Source: an optimization exercise on an open RTL-to-GDS flow (aim: small area). Production flows keep margins and buffers that such runs may drop. RTL that was checked went through simulation tests only; none was proved equivalent to the original. No functional check of the RTL was part of run 1. Power and IR drop assume default switching activity.

[design/flow/config.mk]
export PLATFORM = sky130hd
export DESIGN_NAME = prbs_link_tester
export DESIGN_NICKNAME = prbs_link_tester
export VERILOG_FILES = /design/flow/design.v
export SDC_FILE = /design/flow/constraint.sdc
export NUM_CORES = 4
export LEC_CHECK = 0
export CAP_MARGIN = 20
export CORE_MARGIN = 2
export CORE_UTILIZATION = 40
export SLEW_MARGIN = 20
[design/flow/constraint.sdc]
create_clock -name core_clock -period 4.0 [get_ports {clock_async}]
set_input_delay 0.8000 -clock core_clock [delete_from_list [all_inputs] [get_ports {clock_async}]]
set_output_delay 0.8000 -clock core_clock [all_outputs]
set_load 0.01 [all_outputs]
[design/flow/design.v]
package link_test_pkg;
   localparam int frame_bits   = 64;
   localparam int payload_bits = 48;
   localparam int k_bits       = 8;  
   localparam logic [15:0]           comma_word   = 16'h50bc;
   localparam logic [frame_bits-1:0] start_word   = {8{8'hfc}};
   localparam logic [frame_bits-1:0] bonding_word = {8'hdc, 8'hfb, 8'hfe, 8'h1c, 32'h9999_9999};
   localparam logic [k_bits-1:0]     start_k      = 8'hff;
   localparam logic [k_bits-1:0]     bonding_k    = 8'hf0;  
   localparam logic [k_bits-1:0]     payload_k    = 8'h01;  
   localparam logic [71:0] start_frame   = {start_word, start_k};
   localparam logic [71:0] bonding_frame = {bonding_word, bonding_k};
   localparam int restart_period = 100;  
   localparam int period_bits    = $clog2(restart_period + 1);
   localparam logic [payload_bits-1:0] prbs_seed = payload_bits'(1);
   localparam logic [payload_bits-1:0] prbs_p2   = payload_bits'(4);  
   localparam int err_count_bits  = 32;
   localparam int good_count_bits = 42;
   function automatic logic [payload_bits-1:0] prbs_step(input logic [payload_bits-1:0] s);
      prbs_step = {s[46:0], s[47] ^ s[46] ^ s[20] ^ s[19]};
   endfunction
endpackage
`timescale 1ns/100ps
module prbs_gen (
   input  logic                                   clock_async,
   input  logic                                   restart,
   output logic [link_test_pkg::payload_bits-1:0] state,
   output logic [link_test_pkg::payload_bits-1:0] next
);
   assign next = link_test_pkg::prbs_step(state);
   always_ff @(posedge clock_async) begin
      if (restart)
         state <= link_test_pkg::prbs_seed;
      else
         state <= next;
   end
endmodule
`timescale 1ns/100ps
module tx_framer (
   input  logic         clock_async,
   input  logic         reset,
   input  logic         err_pulse,
   output logic [71:0]  frame
);
   localparam logic [47:0] mk_pl = link_test_pkg::start_frame[71:24];
   localparam logic [47:0] bd_pl = link_test_pkg::bonding_frame[71:24];
   logic [6:0]  index;    
   logic [47:0] payload;
   logic        err;
   logic        at_last, at_mk, at_bd;
   assign at_last = (index == 7'd100);
   assign at_mk   = (index == 7'd0);
   assign at_bd   = (index == 7'd1);
   always_ff @(posedge clock_async) begin
      if (reset || at_last)
         index <= reset ? 7'd100 : 7'd0;
      else
         index <= index + 1'b1;
   end
   always_ff @(posedge clock_async) begin
      if (at_last)
         payload <= mk_pl;
      else if (at_mk)
         payload <= bd_pl;
      else if (at_bd)
         payload <= link_test_pkg::prbs_p2;
      else
         payload <= link_test_pkg::prbs_step(payload);
      err <= err_pulse & ~at_last & ~at_mk;
   end
   always_comb begin
      if (at_mk) begin
         frame[23:0] = link_test_pkg::start_frame[23:0];
      end else if (at_bd) begin
         frame[23:0] = link_test_pkg::bonding_frame[23:0];
      end else begin
         frame[23:8] = link_test_pkg::comma_word;
         frame[7:0]  = link_test_pkg::payload_k;
      end
      frame[71:24] = payload ^ {47'd0, err};
   end
endmodule
`timescale 1ns/100ps
module lane_checker (
   input  logic         clock_async,
   input  logic         reset,
   input  logic         clear_counts,
   input  logic [71:0]  rx_frame,
   output logic [74:0]  status
);
   localparam int eb = link_test_pkg::err_count_bits;
   localparam int gb = link_test_pkg::good_count_bits;
   logic        start_detect;
   logic        bonding_detect;
   logic        waiting_for_start;
   logic        waiting_for_bonding;
   logic        ready;
   logic [47:0] prbs_state;
   logic [47:0] prbs_next;
   logic        differs;      
   logic        cmp_error;    
   logic        link_error;
   logic [eb-1:0] error_count;
   logic [gb-1:0] good_count;
   logic          cnt_maxed;
   assign start_detect   = (rx_frame == link_test_pkg::start_frame);
   assign bonding_detect = (rx_frame == link_test_pkg::bonding_frame);
   prbs_gen i_prbs (
      .clock_async (clock_async),
      .restart     (start_detect),
      .state       (prbs_state),
      .next        (prbs_next)
   );
   assign differs = (rx_frame[71:8] != {prbs_next, link_test_pkg::comma_word});
   always_ff @(posedge clock_async) begin
      if (reset) begin
         waiting_for_start   <= 1'b1;
         waiting_for_bonding <= 1'b1;
         ready               <= 1'b0;
      end else begin
         if (start_detect)
            waiting_for_start <= 1'b0;
         if (bonding_detect && !waiting_for_start)
            waiting_for_bonding <= 1'b0;
         if (bonding_detect && !waiting_for_bonding)
            ready <= 1'b1;
      end
   end
   always_ff @(posedge clock_async) begin
      cmp_error  <= ready & differs & ~start_detect & ~bonding_detect;
      link_error <= cmp_error;
   end
   logic [eb:0] ep;
   logic [gb:0] gp;
   logic        clr, inc_e, inc_g;
   always_comb begin
      ep[0] = 1'b1;
      for (int i = 0; i < eb; i++) ep[i+1] = ep[i] & error_count[i];
      gp[0] = 1'b1;
      for (int i = 0; i < gb; i++) gp[i+1] = gp[i] & good_count[i];
   end
   assign cnt_maxed = ep[eb] | gp[gb];
   assign clr       = clear_counts | ~ready;
   assign inc_e     = ~cnt_maxed & link_error;
   assign inc_g     = ~cnt_maxed & ~link_error;
   always_ff @(posedge clock_async) begin
      for (int i = 0; i < eb; i++)
         error_count[i] <= ~clr & (error_count[i] ^ (inc_e & ep[i]));
      for (int i = 0; i < gb; i++)
         good_count[i]  <= ~clr & (good_count[i] ^ (inc_g & gp[i]));
   end
   assign status = {ready, error_count, good_count};
endmodule
`timescale 1ns/100ps
module tester_controls (
   input  logic clock_async,
   input  logic reset,
   input  logic inj_err,
   input  logic cnt_clear,
   output logic err_pulse,
   output logic clear_counts
);
   logic [1:0] inj_sr;  
   always_ff @(posedge clock_async) begin
      inj_sr       <= {inj_sr[0], inj_err & ~reset};
      err_pulse    <= inj_sr[0] & ~inj_sr[1];  
      clear_counts <= cnt_clear;               
   end
endmodule
`timescale 1ns/100ps
module prbs_link_tester (
   input  logic                        clock_async,
   input  logic                        reset,
   input  logic                        inj_err,
   input  logic                        cnt_clear,
   output logic [71:0]                 tx_frame0,
   output logic [71:0]                 tx_frame1,
   input  logic [71:0]                 rx_frame0,
   input  logic [71:0]                 rx_frame1,
   output logic [74:0]                 status0,
   output logic [74:0]                 status1
);
   logic        err_pulse;
   logic        clear_counts;
   logic [71:0] tx_frame;
   tester_controls i_controls (
      .clock_async  (clock_async),
      .reset        (reset),
      .inj_err      (inj_err),
      .cnt_clear    (cnt_clear),
      .err_pulse    (err_pulse),
      .clear_counts (clear_counts)
   );
   tx_framer i_framer (
      .clock_async (clock_async),
      .reset       (reset),
      .err_pulse   (err_pulse),
      .frame       (tx_frame)
   );
   assign tx_frame0 = tx_frame;
   assign tx_frame1 = tx_frame;
   lane_checker i_lane0 (
      .clock_async  (clock_async),
      .reset        (reset),
      .clear_counts (clear_counts),
      .rx_frame     (rx_frame0),
      .status       (status0)
   );
   lane_checker i_lane1 (
      .clock_async  (clock_async),
      .reset        (reset),
      .clear_counts (clear_counts),
      .rx_frame     (rx_frame1),
      .status       (status1)
   );
endmodule
[design/flow/flow/run.sh]
#!/bin/bash
# Standard ORFS layout with two changes: ports are buffered with the
# smallest buffer, and CTS uses small clock buffers without dummy loads.
set -euo pipefail
CTS="-sink_clustering_enable -repair_clock_nets -buf_list sky130_fd_sc_hd__clkbuf_4 -root_buf sky130_fd_sc_hd__clkbuf_8 -dont_use_dummy_load"
bash standard.sh \
  "BUFFER_PORTS_ARGS=-buffer_cell sky130_fd_sc_hd__buf_1" \
  "CTS_ARGS=$CTS" \
  finish > orfs_make.log 2>&1
[design/flow/standard.sh]
#!/bin/bash
# synth_recipe.tcl (not shown) runs the flow's synth.tcl, then flattens the netlist and writes it again
# the make line also repeats each setting of config.mk as NAME=value (left out here)
make -C /OpenROAD-flow-scripts/flow DESIGN_CONFIG=/design/flow/config.mk WORK_HOME=/design/flow/orfs CLKGATE_MAP_FILE= SYNTH_SCRIPT=/design/flow/synth_recipe.tcl "${@:-finish}"
==> results.toml, run 1 <==
[outcome]
run_status = "finished clean"

[worst_hold_path]
min_from = "i_lane0.cmp_error$_DFF_P_"
hold_end = "i_lane0.link_error$_DFF_P_"
hold_path_class = "reg2reg"
hold_depth = 0

[critical_path]
critPathLaunchType = "flip-flop"
r2r-end = "i_lane1.good_count[26]$_DFF_P_"
crit_type = "reg2out"
cp.required_ns = 3.20
arrival_ns = 2.76
worst-path-max-fanout = 17
r2r_cells = 7
r2r_slack_ns = 1.08
end_kind = "output pin"
rr_startpoint = "i_lane1.good_count[5]$_DFF_P_"

[detailed_routing]
postRouteAntennaNets = 0
vias_per_cell = 5.270
wire_per_inst_um = 16.60
first_iter_violations = 603
wirelength_mm = 41.24
dr_total_vias = 13091
route.detailed.drc = 0
drt_first_pass_iters = 5

[sta]
fin_crit_sh = 0.8912
final-hold-violation-count = 0
slew_headroom = 0.3340
maxSlewViolCount = 0
fmax_ghz = 0.2805
setup_viol = 0
setup_tns_ns = 0
rsz0062_at_grt = "no"
skew_ns = 0.03886
tightest_slew_ns = 0.9990
period_needed_ns = 3.565

[floorplan]
die_area_um2 = 38580
die_h_um = 196.4
core_area_um2 = 36520
ioPinCount = 442
placementRows = 70
initial_utilization = 0.4055
die_w_um = 196.4

[cts]
cts_made_buffers = 89
htree_levels = 3
worst_skew_pair.late_latency_ns = 0.58
postCtsSetupBuffers = 0
hold_buffers = 0
cts_root_buffer = "clkbuf_8"
clockBufferDepth = 3
path_clk_slew_ns = 0.06
cts_resized = 0
cts.sinks = 314
cts_tree = "built"

[logic_synthesis]
seq_area_frac_synth = 0.4245
synth_top_area_frac = 0.4245
synth-seq-cells = 314
synth_top_area_cell = "dfxtp_1"
yosys-top-cells-area = "dfxtp_1, buf_4, xnor2_1"
synth_edf_count = 0
avgSynthCellArea_um2 = 8.826
postSynth.asyncResetShare = 0
synthCells = 1678
yosysMostFrequentCell = "dfxtp_1"
ys_warn_count = 4
synth_ff_type = "dfxtp_1"
syn_area_um2 = 14810
synth_commonest_cells = "dfxtp_1, nand2_1, buf_4"
synth_cell_type_count = 56

[cells_and_area]
insertedDiodeCount = 0
drive_gt1_frac = 0.06944
fin_area_um2 = 16600
nFillCells = 3724
synthToLayoutAreaGrowth_pct = 12.11
nets = 2173

[global_routing]
overflow = 0
grt_antenna_before_repair = 1
grt_pass1_vias = 12181
grt_max_degree = 48
grt_pass1_wl_mm = 63.96
grtUsageTotal = 0.2079

[power_and_ir_drop]
finalPower_uw = 7168
leakage_uw = 0.005630
vdd_ir_drop_max_v = 0.0001985
power_density_nw_per_um2 = 431.8

[placement]
io_buffers = 429
dpl_cell_area_um2 = 15880
place.gp.congestion = 0.9438
hpwlAfterDp_mm = 31.31

[run]
cap_violations = 0
==> cell families (layout without fill, tap and decap cells) <==
kind of cell	Yosys count	in the layout	share of synthesized area
adders and majority gates	7	7	0.005914
other	2	12	0.0005071
buffers and inverters	241	569	0.09792
DFF	314	314	0.4245
muxes	3	3	0.002028
xor gates and xnor gates	169	169	0.09995
AOI/OAI and AO/OA	169	169	0.07317
and+or+nand+nor	773	773	0.2960
==> layer usage <==
metal	vias to the layer above	track usage	routed length, um
met3	98	0.06588	3635
met1	6056	0.2542	17260
met5	-	0	11
li1	6425	-	-
met4	2	0.09848	1473
met2	510	0.3327	18860
==> worst max path at each step <==
stage | start | endpoint | slack (ns) | cells past startpoint
floorplan | i_framer.index[2]$_DFF_P_ | tx_frame0[10] | 1.37 | 6
global placement | i_framer.index[2]$_DFF_P_ | tx_frame0[4] | 1.06 | 5
detailed placement | i_framer.index[2]$_DFF_P_ | tx_frame1[19] | 0.99 | 5
CTS | i_framer.index[2]$_DFF_P_ | tx_frame1[19] | 0.35 | 5
global route | i_framer.index[2]$_DFF_P_ | tx_frame0[5] | 0.14 | 5
finish | i_framer.index[2]$_DFF_P_ | tx_frame1[19] | 0.44 | 5
==> layout by cell type, fill, tap and decap left out, drive strengths merged, types with 3 or more instances in the layout <==
master	synthesis	layout
conb	2	12
xnor2	116	116
a31oi	9	9
nand4	78	78
and4b	3	3
nand3	59	59
or2	6	6
nor2	102	102
a211oi	3	3
nand4b	17	17
and2	15	15
nor4b	10	10
nor4	67	67
mux2i	3	3
o21bai	3	3
or3	28	28
inv	34	34
nor4bb	6	6
o31ai	21	21
dfxtp	314	314
a41o	6	6
nand2	147	147
a21oi	57	57
o21ai	35	35
a21o	4	4
xor2	53	53
buf	152	446
o21a	12	12
and4	19	19
and3	22	22
clkbuf	55	89
or4	42	42
o211ai	3	3
nand2b	14	14
a31o	9	9
ha	7	7
nor2b	100	100
nor3	30	30
==> state kept, by name, summed over array words and instances, names as in the netlist, 2 cells and up <==
signal / count
i_lane1.i_prbs.state: 48
i_controls.inj_sr: 2
i_lane1.error_count: 32
i_framer.index: 7
i_framer.payload: 48
i_lane0.good_count: 42
i_lane1.good_count: 42
i_lane0.error_count: 32
i_lane0.i_prbs.state: 48
==> final cells by class <==
cell class	count	area, um2	share of cell area
sequential	314	6286	0.3786
clock buffer	89	724.4	0.04364
multi-input combinational	1133	7141	0.4301
timing repair buffer	446	1738	0.1047
inverter	34	127.6	0.007687
tap	468	585.6	0.03527
==> through the flow <==
stage	instances	hold WS, ns	utilization	setup WS [ns]
floorplan	1688	0.3096	-	1.374
global placement	2395	0.3161	0.4347	1.056
detailed placement	2395	0.3168	0.4347	0.9921
CTS	2484	0.2783	0.4546	0.3487
global route	2484	0.3039	0.4546	0.1406
finish	2484	0.3260	0.4546	0.4351
==> power by group <==
group          leakage (uW)  switching, uW  internal [uW]
Combinational       0.00264            780            461
Sequential          0.00256            221           3400
Clock              0.000433           1200           1110
==> critical path: stages, from the launching register on <==
cell      delay [ns]
dfxtp_1         0.38
nor4_1          0.39
nand3b_1        0.49
and2_1          0.48
inv_1           0.26
buf_1           0.19
==> inputs of run 2 (changes only) <==
--- a/design/flow/design.v
+++ b/design/flow/design.v
@@ -130,24 +130,17 @@
       cmp_error  <= ready & differs & ~start_detect & ~bonding_detect;
       link_error <= cmp_error;
    end
-   logic [eb:0] ep;
-   logic [gb:0] gp;
-   logic        clr, inc_e, inc_g;
-   always_comb begin
-      ep[0] = 1'b1;
-      for (int i = 0; i < eb; i++) ep[i+1] = ep[i] & error_count[i];
-      gp[0] = 1'b1;
-      for (int i = 0; i < gb; i++) gp[i+1] = gp[i] & good_count[i];
-   end
-   assign cnt_maxed = ep[eb] | gp[gb];
-   assign clr       = clear_counts | ~ready;
-   assign inc_e     = ~cnt_maxed & link_error;
-   assign inc_g     = ~cnt_maxed & ~link_error;
-   always_ff @(posedge clock_async) begin
-      for (int i = 0; i < eb; i++)
-         error_count[i] <= ~clr & (error_count[i] ^ (inc_e & ep[i]));
-      for (int i = 0; i < gb; i++)
-         good_count[i]  <= ~clr & (good_count[i] ^ (inc_g & gp[i]));
+   assign cnt_maxed = (&error_count) | (&good_count);
+   always_ff @(posedge clock_async) begin
+      if (clear_counts || !ready) begin
+         error_count <= '0;
+         good_count  <= '0;
+      end else if (!cnt_maxed) begin
+         if (link_error)
+            error_count <= error_count + 1'b1;
+         else
+            good_count <= good_count + 1'b1;
+      end
    end
    assign status = {ready, error_count, good_count};
 endmodule
==> design/flow/run.sh (new file) <==
#!/bin/bash
# synth_recipe.tcl (not shown) runs the flow's synth.tcl, then flattens the netlist and writes it again
# the make line also repeats each setting of config.mk as NAME=value (left out here)
make -C /OpenROAD-flow-scripts/flow DESIGN_CONFIG=/design/flow/config.mk WORK_HOME=/design/flow/orfs CLKGATE_MAP_FILE= SYNTH_SCRIPT=/design/flow/synth_recipe.tcl finish
removed: design/flow/flow/run.sh
removed: design/flow/standard.sh
==> run 2 against run 1 <==
Compared with the run above: area after synthesis increased by 1.1%; die area increased by 1.1%; fmax decreased by 7.8%; global-route usage increased by 1.4 points; setup slack got worse by 0.30 ns; critical path depth unchanged; critical path type unchanged; largest cell class unchanged; largest power group unchanged.
==> results.toml, run 2 <==
[global_routing]
grt_max_degree = 50
met1_usage = 0.2667
overflow = 0
use_met2 = 0.4008
grt_pass1_vias = 12771
grt_pass1_wl_mm = 69.28
gr-max-usage-layer = "met2"
grtUsageTotal = 0.2217
grt_antenna_before_repair = 1
grt_use_met3 = 0.03807

[critical_path]
critical_path.cell_chain = "or4_1, or3b_1, nor2b_2, clkinvlp_2, clkdlybuf4s50_1"
rr_startpoint = "i_lane0.good_count[1]$_SDFFE_PP0P_"
end_kind = "output pin"
critPathMaxStageDelay_ns = 0.62
crit_type = "reg2out"
r2r_slack_ns = 0.88
worstSetupStartpoint = "i_framer.index[2]$_DFF_P_"
r2r-end = "i_lane0.error_count[29]$_SDFFE_PP0P_"
cp.required_ns = 3.20
r2r_cells = 7
critPathSlowestCell = "or4_1"
worst-path-max-fanout = 12
arrival_ns = 3.06
endpoint = "tx_frame1[5]"
critPathLaunchType = "flip-flop"

[floorplan]
initial_utilization = 0.4080
die_w_um = 197.5
placementRows = 70
die_area_um2 = 39000
die_h_um = 197.5
core_area_um2 = 36700
ioPinCount = 442

[sta]
final-hold-violation-count = 0
setup_slack_ns = 0.1352
slew_headroom = 0.3101
fin_crit_sh = 0.9662
fmax_ghz = 0.2587
setup_viol = 0
tightest_slew_ns = 1.025
maxSlewViolCount = 0
period_needed_ns = 3.865
skew_ns = 0.009328
timing.hold.ws_ns = 0.3273

[detailed_routing]
postRouteAntennaNets = 0
route.detailed.drc = 0
wire_per_inst_um = 18.14
dr_total_vias = 13062
vias_per_cell = 5.301
wirelength_mm = 44.69
first_iter_violations = 819
drt_first_pass_iters = 5

[cts]
clockBufferDepth = 3
htree_levels = 2
cts_made_buffers = 35
cts.sinks = 314
worst_skew_pair.late_latency_ns = 0.50
path_clk_slew_ns = 0.06
cts_root_buffer = "clkbuf_16"
cts_tree = "built"

[logic_synthesis]
yosys-top-cells-area = "dfxtp_1, buf_4, xor2_1"
syn_area_um2 = 14970
synth_commonest_cells = "dfxtp_1, buf_4, nor2_1"
postSynth.asyncResetShare = 0
avgSynthCellArea_um2 = 8.897
yosysMostFrequentCell = "dfxtp_1"
synth_cell_type_count = 56
synth_edf_count = 0
synth_top_area_frac = 0.4198
seq_area_frac_synth = 0.4198
synthCells = 1683
synth_ff_type = "dfxtp_1"
ys_warn_count = 4
synth_top_area_cell = "dfxtp_1"
synth-seq-cells = 314

[cells_and_area]
nets = 2127
layout_common_cells = "clkdlybuf4s50_1, dfxtp_1, nor2_1"
layout_commonest_cell = "clkdlybuf4s50_1"
synthToLayoutAreaGrowth_pct = 33.20
top_regs = "i_framer.payload: 48 flops, i_lane0.i_prbs.state: 48 flops, i_lane1.i_prbs.state: 48 flops"
drive_gt1_frac = 0.05013

[power_and_ir_drop]
vdd_ir_drop_max_v = 0.0002203
finalPower_uw = 9030
leakage_uw = 0.006837
power_density_nw_per_um2 = 452.7

[placement]
hpwlAfterDp_mm = 34.52
place.gp.congestion = 0.8850
place_ws_ns = 0.5059
io_buffers = 429

[worst_hold_path]
hold_path_class = "reg2reg"

[run]
cap_violations = 0

[outcome]
run_status = "finished clean"
-- run 2: changes by cell type after synthesis, moves of 22 or more --
cell	change
a21o_1	+32
nor3_1	+22
nand2_1	-60
nor2_1	+26
xor2_1	+49
nand4_1	+23
nand3_1	+26
-- run 2: report_power, final --
part | internal, uW | total [uW] | switching [uW]
Clock | 2090 | 3380 | 1290
Combinational | 1180 | 1990 | 810
Sequential | 3400 | 3660 | 259
-- run 2: what timing repair did --
action	in CTS	in global routing
hold buffers	0	0
gates resized for setup	2	2
setup buffers	0	0
cloned	0	1
setup endpoints to repair	14	12
-- run 2: how the worst min path moves through the flow --
stage,startpoint,end,slack [ns],cells after the start
detailed placement,i_lane0.cmp_error$_DFF_P_,i_lane0.link_error$_DFF_P_,0.31,0
finish,i_lane0.cmp_error$_DFF_P_,i_lane0.link_error$_DFF_P_,0.33,0
global placement,i_lane1.cmp_error$_DFF_P_,i_lane1.link_error$_DFF_P_,0.31,0
global route,i_lane1.cmp_error$_DFF_P_,i_lane1.link_error$_DFF_P_,0.34,0
CTS,i_lane0.cmp_error$_DFF_P_,i_lane0.link_error$_DFF_P_,0.33,0
floorplan,i_lane0.cmp_error$_DFF_P_,i_lane0.link_error$_DFF_P_,0.31,0
-- run 2: routing by layer --
metal  up-vias  part of all wire
li1       6351                 -
met1      6145              0.41
met2       481              0.50
met3        83             0.062
met4         2             0.028
met5         -           0.00029
-- run 2: per-stage QoR --
step	cell area (um2)	instances	utilization	TNS, ns
6_report	19940	2464	0.5435	0
3_5_place_dp	18710	2402	0.5098	0
2_1_floorplan	15010	1693	-	0
3_3_place_gp	18710	2402	0.5098	0
4_1_cts	19930	2462	0.5431	0
5_1_grt	19940	2463	0.5434	-0.007081
-- run 2: cell type report --
type	instances	area, um2
multi-input combinational	1146	7318
antenna	1	2.502
clock buffer	43	998.5
fill	3429	16750
tap	468	585.6
clock inverter	17	221.5
timing repair buffer	446	4422
inverter	28	105.1
timing repair inverter	1	5.005
sequential	314	6286
-- run 2: worst max-delay path, delay by kind of cell (launching register included) --
kind | cells | cell delay (ns)
buffers and inverters | 2 | 0.82
DFF | 1 | 0.34
and+or+nand+nor | 3 | 1.42
-- run 2: logic make-up after synthesis --
family	count (synthesis)	synth area share
adder cells (fa/ha/maj)	7	0.005849
multiplexers	3	0.002006
AO/OA/AOI/OAI	149	0.06694
XOR/XNOR	203	0.1187
AND/OR/NAND/NOR	772	0.2904
other	2	0.0005016
buffers and inverters	233	0.09576
flip-flops	314	0.4198

==> re-timing with driven ports <==
In the flow no input, the clock included, has a driving cell. The finished layouts below were timed again as built, in two steps.
Step 1 assumes that a clkbuf_16 drives the clock port and a buf_2 every other input.
Step 2 adds t to the input delays and takes it off the output delays; t is the mean of the earliest and latest rising clock arrival at the registers after step 1. Input paths then give back, and output paths get back, about the clock's delay inside the block.
a / b / c = no drivers / after step 1 / after step 2; a / b = the first two.
run	shift t [ns]	slack for setup (ns)	cell pins on the clock port's net
run 1	0.612	0.435 / 0.384 / 0.996	1
run 2	0.551	0.135 / 0.084 / 0.635	1
After both steps setup and hold are still met in every run listed.
